Source: an optimization exercise on an open RTL-to-GDS flow (aim: small area, a short achievable clock period and few clock cycles). Production flows keep margins and buffers that such runs may drop.
The RTL was checked by simulation tests, not by an equivalence proof against the original design.
Power and IR drop assume default switching activity.

File: design/flow/config.mk
export PLATFORM = sky130hd
export DESIGN_NAME = dcacheTop
export DESIGN_NICKNAME = dcacheTop
export VERILOG_FILES = /design/flow/design.v
export SDC_FILE = /design/flow/constraint.sdc
export NUM_CORES = 4
export LEC_CHECK = 0
export CAP_MARGIN = 20
export CORE_MARGIN = 2
export CORE_UTILIZATION = 45
export PLACE_DENSITY = 0.6
export SETUP_SLACK_MARGIN = 5.0
export SLEW_MARGIN = 20
export TNS_END_PERCENT = 0
File: design/flow/constraint.sdc
create_clock -name core_clock -period 8.0 [get_ports {CLK}]
set_input_delay 1.6000 -clock core_clock [delete_from_list [all_inputs] [get_ports {CLK}]]
set_output_delay 1.6000 -clock core_clock [all_outputs]
set_load 0.01 [all_outputs]
File: design/flow/design.v
`timescale 1ns/1ps
module frameStore #(
	parameter int setBits = 3
) (
	input  logic        CLK,
	input  logic        nRST,
	input  logic [31:0] memAddr,
	output logic [1:0]  wayHit,
	output logic        replWay,
	output logic        victimDirty,
	input  logic        skipValid,
	input  logic [setBits:0] skipFrame,
	output logic        dirtyLeft,
	output logic [setBits:0] nextDirty,
	output logic        anyDirty,
	input  logic [setBits-1:0] rdIdx,
	input  logic        rdWord,
	input  logic        tagWay,
	output logic [31:0] rd0,
	output logic [31:0] rd1,
	output logic [31-3-setBits:0] rdTag,
	input  logic        dataWe,
	input  logic        dataWay,
	input  logic        dataWord,
	input  logic [31:0] dataIn,
	input  logic        fillDone,
	input  logic        fillWay,
	input  logic        setDirty,
	input  logic        clearDirty,
	input  logic [setBits:0] clearFrame,
	input  logic        touch,
	input  logic        touchWay
);
	localparam int idxLo   = 3;
	localparam int tagLo   = idxLo + setBits;
	localparam int tagBits = 32 - tagLo;
	localparam int sets    = 1 << setBits;
	logic [tagBits-1:0] tags [0:2*sets-1];
	logic [31:0]        data [0:4*sets-1];
	logic [2*sets-1:0]  valid;
	logic [2*sets-1:0]  dirty;
	logic [sets-1:0]    lru;
	logic [setBits-1:0] reqIdx;
	logic [tagBits-1:0] reqTag;
	logic [2*sets-1:0]  tagEq;
	assign reqIdx = memAddr[idxLo +: setBits];
	assign reqTag = memAddr[tagLo +: tagBits];
	always_comb begin
		for (int f = 0; f < 2*sets; f++) begin
			tagEq[f] = valid[f] && (tags[f] == reqTag);
		end
	end
	assign wayHit[0] = tagEq[{1'b0, reqIdx}];
	assign wayHit[1] = tagEq[{1'b1, reqIdx}];
	always_comb begin
		if (!valid[{1'b0, reqIdx}]) begin
			replWay = 1'b0;
		end else if (!valid[{1'b1, reqIdx}]) begin
			replWay = 1'b1;
		end else begin
			replWay = ~lru[reqIdx];
		end
	end
	assign victimDirty = dirty[{replWay, reqIdx}];
	logic [2*sets-1:0] dirtyScan;
	assign dirtyScan = skipValid ? (dirty & ~((2*sets)'(1) << skipFrame)) : dirty;
	always_comb begin
		nextDirty = '0;
		for (int f = 2*sets - 1; f >= 0; f--) begin
			if (dirtyScan[f]) begin
				nextDirty = f[setBits:0];
			end
		end
	end
	assign dirtyLeft = |dirtyScan;
	assign anyDirty  = |dirty;
	assign rd0   = data[{1'b0, rdIdx, rdWord}];
	assign rd1   = data[{1'b1, rdIdx, rdWord}];
	assign rdTag = tags[{tagWay, rdIdx}];
	always_ff @(posedge CLK, negedge nRST) begin
		if (!nRST) begin
			valid <= '0;
			dirty <= '0;
			lru   <= '0;
		end else begin
			if (fillDone) begin
				valid[{fillWay, reqIdx}] <= 1'b1;
				dirty[{fillWay, reqIdx}] <= 1'b0;
			end
			if (setDirty) begin
				dirty[{touchWay, reqIdx}] <= 1'b1;
			end
			if (clearDirty) begin
				dirty[clearFrame] <= 1'b0;
			end
			if (touch) begin
				lru[reqIdx] <= touchWay;
			end
		end
	end
	always_ff @(posedge CLK) begin
		if (dataWe) begin
			data[{dataWay, reqIdx, dataWord}] <= dataIn;
		end
		if (fillDone) begin
			tags[{fillWay, reqIdx}] <= reqTag;
		end
	end
endmodule
`timescale 1ns/1ps
module cacheController #(
	parameter int setBits = 3
) (
	input  logic        CLK,
	input  logic        nRST,
	input  logic        memRead,
	input  logic        memWrite,
	input  logic        halt,
	input  logic [31:0] memAddr,
	input  logic [31:0] memStore,
	input  logic [31:0] ramLoad,
	input  logic        ramWait,
	output logic        hit,
	output logic        flushed,
	output logic [31:0] memLoad,
	output logic        ramRead,
	output logic        ramWrite,
	output logic [31:0] ramAddr,
	output logic [31:0] ramStore,
	input  logic [1:0]  wayHit,
	input  logic        replWay,
	input  logic        victimDirty,
	output logic        skipValid,
	output logic [setBits:0] skipFrame,
	input  logic        dirtyLeft,
	input  logic [setBits:0] nextDirty,
	input  logic        anyDirty,
	output logic [setBits-1:0] rdIdx,
	output logic        rdWord,
	output logic        tagWay,
	input  logic [31:0] rd0,
	input  logic [31:0] rd1,
	input  logic [31-3-setBits:0] rdTag,
	output logic        dataWe,
	output logic        dataWay,
	output logic        dataWord,
	output logic [31:0] dataIn,
	output logic        fillDone,
	output logic        fillWay,
	output logic        setDirty,
	output logic        clearDirty,
	output logic [setBits:0] clearFrame,
	output logic        touch,
	output logic        touchWay
);
	localparam int idxLo = 3;
	logic        hitQ;
	logic        flushedQ;
	logic        readQ;
	logic        writeQ;
	logic [31:2] addrQ;
	logic [31:0] word0Q;
	logic [31:0] word1Q;
	logic        selQ;
	logic        secondQ;
	logic        flushMode;
	logic [setBits:0] flushFrame;
	logic req;
	logic idle;
	logic lookupHit;
	logic advance;
	logic start;
	logic startWrite;
	logic startRead;
	logic nextWrite;
	logic nextRead;
	logic lastRead;
	logic flushStart;
	logic flushNext;
	logic loadWord;
	logic loadAddr;
	logic [31:2] nextAddr;
	assign hit      = hitQ;
	assign flushed  = flushedQ;
	assign ramRead  = readQ;
	assign ramWrite = writeQ;
	assign ramAddr  = {addrQ, 2'b00};
	assign ramStore = selQ ? word1Q : word0Q;
	assign memLoad  = selQ ? word1Q : word0Q;
	assign req       = memRead || memWrite;
	assign idle      = !hitQ && !readQ && !writeQ && !flushMode;
	assign lookupHit = |wayHit;
	assign advance   = !ramWait;
	assign start      = idle && req;
	assign startWrite = start && !lookupHit && victimDirty;
	assign startRead  = start && !lookupHit && !victimDirty;
	assign nextWrite = writeQ && !flushMode && !secondQ && advance;
	assign nextRead  = writeQ && !flushMode && secondQ && advance;
	assign lastRead  = readQ && secondQ && advance;
	assign flushStart = flushMode && !writeQ && !flushedQ;
	assign flushNext  = flushMode && writeQ && advance;
	assign skipValid  = flushMode && writeQ && secondQ;
	assign skipFrame  = flushFrame;
	assign rdIdx  = flushMode ? nextDirty[setBits-1:0] : memAddr[idxLo +: setBits];
	assign rdWord = flushMode ? (writeQ && !secondQ) : (memAddr[2] ^ writeQ);
	assign tagWay = flushMode ? nextDirty[setBits] : replWay;
	assign loadWord = start || nextWrite || lastRead || flushStart || flushNext;
	assign loadAddr = start || nextWrite || nextRead
		|| (readQ && advance) || flushStart || flushNext;
	always_comb begin
		if (flushMode || (idle && victimDirty) || nextWrite) begin
			nextAddr = {rdTag, rdIdx, rdWord};
		end else begin
			nextAddr = {memAddr[31:idxLo], memAddr[2] ^ !readQ};
		end
	end
	assign dataWe   = (readQ && advance) || (hitQ && memWrite);
	assign dataWay  = selQ;
	assign dataWord = hitQ ? memAddr[2] : addrQ[2];
	assign dataIn   = hitQ ? memStore : ramLoad;
	assign fillDone = lastRead;
	assign fillWay  = selQ;
	assign setDirty = hitQ && memWrite;
	assign touch    = hitQ;
	assign touchWay = selQ;
	assign clearDirty = flushMode && writeQ && secondQ && advance;
	assign clearFrame = flushFrame;
	always_ff @(posedge CLK, negedge nRST) begin
		if (!nRST) begin
			hitQ      <= 1'b0;
			flushedQ  <= 1'b0;
			readQ     <= 1'b0;
			writeQ    <= 1'b0;
			secondQ   <= 1'b0;
			flushMode <= 1'b0;
		end else begin
			hitQ <= (start && lookupHit) || lastRead;
			if (halt && idle) begin
				flushMode <= 1'b1;
			end
			if (startRead || nextRead) begin
				readQ <= 1'b1;
			end else if (lastRead) begin
				readQ <= 1'b0;
			end
			if (startWrite || (flushStart && anyDirty)) begin
				writeQ <= 1'b1;
			end else if (nextRead || (flushNext && secondQ && !dirtyLeft)) begin
				writeQ <= 1'b0;
			end
			if (flushStart && !anyDirty) begin
				flushedQ <= 1'b1;
			end else if (flushNext && secondQ && !dirtyLeft) begin
				flushedQ <= 1'b1;
			end
			if ((writeQ || readQ) && advance) begin
				secondQ <= !secondQ;
			end
		end
	end
	always_ff @(posedge CLK) begin
		if (start) begin
			selQ <= lookupHit ? wayHit[1] : replWay;
		end else if (flushStart || flushNext) begin
			selQ <= nextDirty[setBits];
		end
		if (flushStart || (flushNext && secondQ)) begin
			flushFrame <= nextDirty;
		end
		if (loadWord) begin
			word0Q <= lastRead ? ramLoad : rd0;
			word1Q <= lastRead ? ramLoad : rd1;
		end
		if (loadAddr) begin
			addrQ <= nextAddr;
		end
	end
endmodule
`timescale 1ns/1ps
module dcacheTop #(
	parameter int setBits = 3
) (
	input  logic        CLK,
	input  logic        nRST,
	input  logic        memRead,
	input  logic        memWrite,
	input  logic [31:0] memAddr,
	input  logic [31:0] memStore,
	input  logic        halt,
	output logic        hit,
	output logic [31:0] memLoad,
	output logic        flushed,
	output logic        ramRead,
	output logic        ramWrite,
	output logic [31:0] ramAddr,
	output logic [31:0] ramStore,
	input  logic [31:0] ramLoad,
	input  logic        ramWait
);
	logic [1:0]                  wayHit;
	logic                        replWay;
	logic                        victimDirty;
	logic                        skipValid;
	logic [setBits:0]            skipFrame;
	logic                        dirtyLeft;
	logic [setBits:0]            nextDirty;
	logic                        anyDirty;
	logic [setBits-1:0]          rdIdx;
	logic                        rdWord;
	logic                        tagWay;
	logic [31:0]                 rd0;
	logic [31:0]                 rd1;
	logic [31-3-setBits:0]       rdTag;
	logic                        dataWe;
	logic                        dataWay;
	logic                        dataWord;
	logic [31:0]                 dataIn;
	logic                        fillDone;
	logic                        fillWay;
	logic                        setDirty;
	logic                        clearDirty;
	logic [setBits:0]            clearFrame;
	logic                        touch;
	logic                        touchWay;
	frameStore #(.setBits(setBits)) frameStore_i (
		.CLK         (CLK),
		.nRST        (nRST),
		.memAddr     (memAddr),
		.wayHit      (wayHit),
		.replWay     (replWay),
		.victimDirty (victimDirty),
		.skipValid   (skipValid),
		.skipFrame   (skipFrame),
		.dirtyLeft   (dirtyLeft),
		.nextDirty   (nextDirty),
		.anyDirty    (anyDirty),
		.rdIdx       (rdIdx),
		.rdWord      (rdWord),
		.tagWay      (tagWay),
		.rd0         (rd0),
		.rd1         (rd1),
		.rdTag       (rdTag),
		.dataWe      (dataWe),
		.dataWay     (dataWay),
		.dataWord    (dataWord),
		.dataIn      (dataIn),
		.fillDone    (fillDone),
		.fillWay     (fillWay),
		.setDirty    (setDirty),
		.clearDirty  (clearDirty),
		.clearFrame  (clearFrame),
		.touch       (touch),
		.touchWay    (touchWay)
	);
	cacheController #(.setBits(setBits)) cacheController_i (
		.CLK         (CLK),
		.nRST        (nRST),
		.memRead     (memRead),
		.memWrite    (memWrite),
		.halt        (halt),
		.memAddr     (memAddr),
		.memStore    (memStore),
		.ramLoad     (ramLoad),
		.ramWait     (ramWait),
		.hit         (hit),
		.flushed     (flushed),
		.memLoad     (memLoad),
		.ramRead     (ramRead),
		.ramWrite    (ramWrite),
		.ramAddr     (ramAddr),
		.ramStore    (ramStore),
		.wayHit      (wayHit),
		.replWay     (replWay),
		.victimDirty (victimDirty),
		.skipValid   (skipValid),
		.skipFrame   (skipFrame),
		.dirtyLeft   (dirtyLeft),
		.nextDirty   (nextDirty),
		.anyDirty    (anyDirty),
		.rdIdx       (rdIdx),
		.rdWord      (rdWord),
		.tagWay      (tagWay),
		.rd0         (rd0),
		.rd1         (rd1),
		.rdTag       (rdTag),
		.dataWe      (dataWe),
		.dataWay     (dataWay),
		.dataWord    (dataWord),
		.dataIn      (dataIn),
		.fillDone    (fillDone),
		.fillWay     (fillWay),
		.setDirty    (setDirty),
		.clearDirty  (clearDirty),
		.clearFrame  (clearFrame),
		.touch       (touch),
		.touchWay    (touchWay)
	);
endmodule
File: design/flow/run.sh
#!/bin/bash
# synth_recipe.tcl (not shown) runs the flow's synth.tcl, then flattens the netlist and writes it again
# the make line also repeats each setting of config.mk as NAME=value (left out here)
make -C /OpenROAD-flow-scripts/flow DESIGN_CONFIG=/design/flow/config.mk WORK_HOME=/design/flow/orfs CLKGATE_MAP_FILE= SYNTH_SCRIPT=/design/flow/synth_recipe.tcl finish
==> summary.md <==
| Metric | Value |
|---|---|
| Status | no timing/DRC/antenna violations |
| Clock skew | 0.0695 ns |
| Clock sinks | 1585 |
| Relative slew slack | 26.4% |
| Sw Ratio | 21.6% |
| Main area contributors after synthesis | edfxtp_1 67%, mux2i_1 5.4%, nand2_1 4.1% |
| Sequential Power Share | 53.4% |
| Crit path to | cacheController_i.addrQ[29]$_DFFE_PP_ |
| Clock power share | 44.1% |
| GPL Wtd Cong | 0.891 |
| Reg2Reg Setup Slack | 4.18 ns |
| Max Cap Viol | 0 |
| Synth warn | 2 |
| R2R depth | 13 |
| Post-route setup TNS | 0 ns |
| Initial core utilization | 45.2% |
| Area of the multi-input gates | 21400 um2 |
| RSZ-0062 raised after global routing | true |
| Drt drc | 0 |
| Synthesized area per cell | 13.8 um2 |
| H-tree levels | 4 |
| Pre-antenna DRT Iters | 6 |
| CTS Hold Bufs | 0 |
| Leak | 28.2 nW |
| Worst reg2reg path startpoint | cacheController_i.flushFrame[0]$_DFFE_PP_ |
| Fin cells | 7454 |
| DRT iter0 DRCs | 5407 |
| Post-Place Setup Slack | 1.83 ns |
| Largest net degree at the start of global routing | 91 |
| Routed vias | 45.4k |
| DP HPWL | 126 mm |
| GRT overflow | 0 |
| Post-synth EDFFs | 1539 |
| CP Launch Type | input port |
| Req. time, crit path | 8.57 ns |
| Antenna violations before repair | 14 |
| Area leader, netlist | edfxtp_1 |
| CTS root buf | clkbuf_16 |
| Slew Limit Fails | 0 |
| Fmax achieved | 259 MHz |
| #FFs+latches synth | 1585 |
| Vias in the first global route | 43.3k |
| Core area | 154000 um2 |
| Fillers | 12.7k |
| Setup violations, final | 0 |
| Net switching power | 3.67 mW |
| Critical path endpoint category | flop |
| Slew at the pin closest to its max-slew limit | 1.10 ns |
| Cell Pwr Density | 209 nW/um2 |
| Layout cell share with drive strength beyond 1 | 13.8% |
| Mapped cell area | 69500 um2 |
| IO buf count | 197 |
| Main synth FF type | edfxtp_1 |
| Worst EP arrival | 4.43 ns |
| Worst-path clk slew | 0.06 ns |
| Yosys top cell area share | 66.5% |
| Area Growth Syn to Fin | 17.1% |
| Netlist cell types | 80 |
| Die Span X | 397 um |
| Critical Path Start | memAddr[5] |
| Sequential share of the synthesized area | 68.2% |
| Gr usage total | 27.8% |
| First-pass GRT wire length | 314 mm |
| Deepest clock path buffer count | 3 |
| Chip Height | 397 um |
| Sequential cell area | 47400 um2 |
| Antenna-violating nets left | 0 |
| Final hold viol count | 0 |
| Final wirelength | 226 mm |
| Post-Syn Instances | 5050 |
| Critical path type | input port to flop |
| CTS Buf Count | 165 |
| Min setup slack post-route | 4.14 ns |
| Int Power | 13.4 mW |
| Drt wl/cell | 30.3 um |
| Die area | 157000 um2 |
| Hold Crit Class | flop to flop |
| Io pins | 202 |
| Placed cell count | 7036 |
| Final nets | 5390 |
| Async set or reset register ratio after synthesis | 2.90% |
| Period utilization | 48.3% |
| Worst-path fanout max | 26 |
| Tmin final | 3.86 ns |
| CTS tree | yes |
| Clock latency on the worst-skew pair | 0.84 ns |
| Vias per inst | 6.10 |
| Crit Reg-Reg Endpoint | cacheController_i.word0Q[6]$_DFFE_PP_ |
| Rows | 144 |
| VDD IR-drop max | 0.000167 V |
| Comb power frac | 2.5% |
## what timing repair did
item / in CTS / in global routing
endpoints found under the hold margin: 0 / 0
cloned: 17 / 11
buffers inserted: 70 / 17
pin swaps: 30 / 13
resized for setup: 320 / 108
endpoints found under the setup margin: 1749 / 1761
## registers in the layout (all words and copies together) (netlist names), 4 cells and up
signal / flops
cacheController_i.addrQ: 30
cacheController_i.flushFrame: 4
cacheController_i.word0Q: 32
cacheController_i.word1Q: 32
frameStore_i.data: 1024
frameStore_i.dirty: 16
frameStore_i.lru: 8
frameStore_i.tags: 416
frameStore_i.valid: 16
## Yosys cell counts (17+ instances only)
library cell and n:
a211oi_1 92, a21oi_1 154, a221oi_1 72, a22oi_1 38, a311oi_1 65, a32oi_1 33
and2_1 70, and3_1 48, buf_2 94, buf_4 58, clkbuf_1 202, dfrtp_1 46
edfxtp_1 1539, inv_1 17, mux2_2 78, mux2i_1 375, nand2_1 761, nand2b_1 26
nand3_1 361, nand4_1 51, nor2_1 106, nor3_1 32, nor4_1 131, o211ai_1 17
o21ai_0 25, xnor2_1 184, xor2_1 237
## placed cells by master (no fill, tap or decap), types with 43 or more instances in the layout
master,instances
xor2_1,237
mux2i_1,371
and2_1,69
nor4_1,120
nand3_1,360
nand2_1,757
nand4_1,51
a221oi_1,67
clkinv_1,43
and3_1,46
xnor2_1,183
a311oi_1,63
mux2_2,49
edfxtp_1,1539
clkdlybuf4s50_1,106
dfrtp_1,43
buf_4,130
a211oi_1,72
a21oi_1,153
clkbuf_16,174
nor2_1,61
## worst max-delay path: stages
cell and delay, ns:
buf_2 0.72, nor2_1 0.16, a221oi_4 0.27, buf_12 0.22, buf_12 0.17, buf_16 0.18
mux2i_1 0.35, a22oi_1 0.16, a32oi_2 0.37, nand3_1 0.12
## worst min-delay path by stage
| stage | slack (ns) | end | cells past startpoint | start |
|---|---|---|---|---|
| detailed placement | 0.45 | frameStore_i.valid[1]$_DFFE_PN0P_ | 1 | frameStore_i.valid[1]$_DFFE_PN0P_ |
| finish | 0.46 | frameStore_i.valid[1]$_DFFE_PN0P_ | 1 | frameStore_i.valid[1]$_DFFE_PN0P_ |
| floorplan | 0.43 | frameStore_i.valid[0]$_DFFE_PN0P_ | 1 | frameStore_i.valid[0]$_DFFE_PN0P_ |
| global placement | 0.45 | frameStore_i.valid[1]$_DFFE_PN0P_ | 1 | frameStore_i.valid[1]$_DFFE_PN0P_ |
| CTS | 0.46 | frameStore_i.valid[1]$_DFFE_PN0P_ | 1 | frameStore_i.valid[1]$_DFFE_PN0P_ |
| global route | 0.48 | frameStore_i.valid[4]$_DFFE_PN0P_ | 1 | frameStore_i.valid[4]$_DFFE_PN0P_ |
## layout make-up
type | count | share of cell area [%]
Sequential cell | 1585 | 58.2
Multi-Input combinational cell | 3079 | 26.3
Timing Repair Buffer | 419 | 5.69
Clock buffer | 206 | 5.28
Tap cell | 2044 | 3.14
Clock inverter | 96 | 1.19
Inverter | 22 | 0.172
Timing Repair inverter | 2 | 0.0246
Antenna cell | 1 | 0.00308
## through the flow
stage                     hold slack (ns)  total power [mW]  utilization (%)  cell area (um2)
after global placement              0.446              9.68             47.8            73500
after detailed placement            0.446              9.69             47.8            73500
after global routing                0.482              17.4             52.9            81300
after CTS                           0.460              17.1             52.4            80500
final                               0.458              17.0             52.9            81300
after floorplan                     0.426              9.47                -            69700
## power by group through the flow
| stage | combinational, mW | clock, mW | sequential, mW |
|---|---|---|---|
| finish | 0.430 | 7.51 | 9.09 |
| global route | 0.455 | 7.88 | 9.09 |
| CTS | 0.425 | 7.57 | 9.09 |
| detailed placement | 0.418 | 0 | 9.27 |
| global placement | 0.412 | 0 | 9.27 |
| floorplan | 0.206 | 0 | 9.27 |
## routing by layer
layer  GRT usage [%]  wire [um]  vias to the layer above
met4            9.50       8140                       10
met1            38.2      91000                    23300
met5               0         74                        -
li1                -          -                    19500
met2            43.8     105000                     2267
met3            5.93      21000                      396
## kinds of logic after synthesis
| group | Yosys count | share of synthesized area, % |
|---|---|---|
| compound gates | 552 | 5.74 |
| xor+xnor | 421 | 5.31 |
| fa+ha+maj | 14 | 0.252 |
| buf+inv | 397 | 2.71 |
| flops | 1585 | 68.2 |
| mux | 460 | 6.88 |
| other cells | 1 | 0.00540 |
| simple gates | 1620 | 10.9 |
Testbench counts, summed over its fixed seeds: cycles 39,883.

-- static timing again, ports no longer ideal --
The flow's constraints put no driver on any port. The routed layout listed below was extracted and timed again, unchanged, in two steps.
Step 1: set_driving_cell puts a clkbuf_16 on CLK and a buf_2 on each other input, an assumption about the parent block.
Step 2 adds t to the input delays and takes it off the output delays; t is the mean of the earliest and latest rising clock arrival at the registers after step 1. Input paths then give back, and output paths get back, about the clock's delay inside the block.
Slacks: no drivers / after step 1 / after step 2; pairs: no drivers / after step 1.
t (ns): 0.881
slack for setup (ns): 4.137 / 4.073 / 3.255
clock arrival spread, ns: 0.073 / 0.073
worst register clock-pin slew, ns: 0.07 / 0.07
After both steps this run still meets setup and hold. The setup slack of this run moves by -0.064 ns with the drivers and by -0.882 ns with both steps.
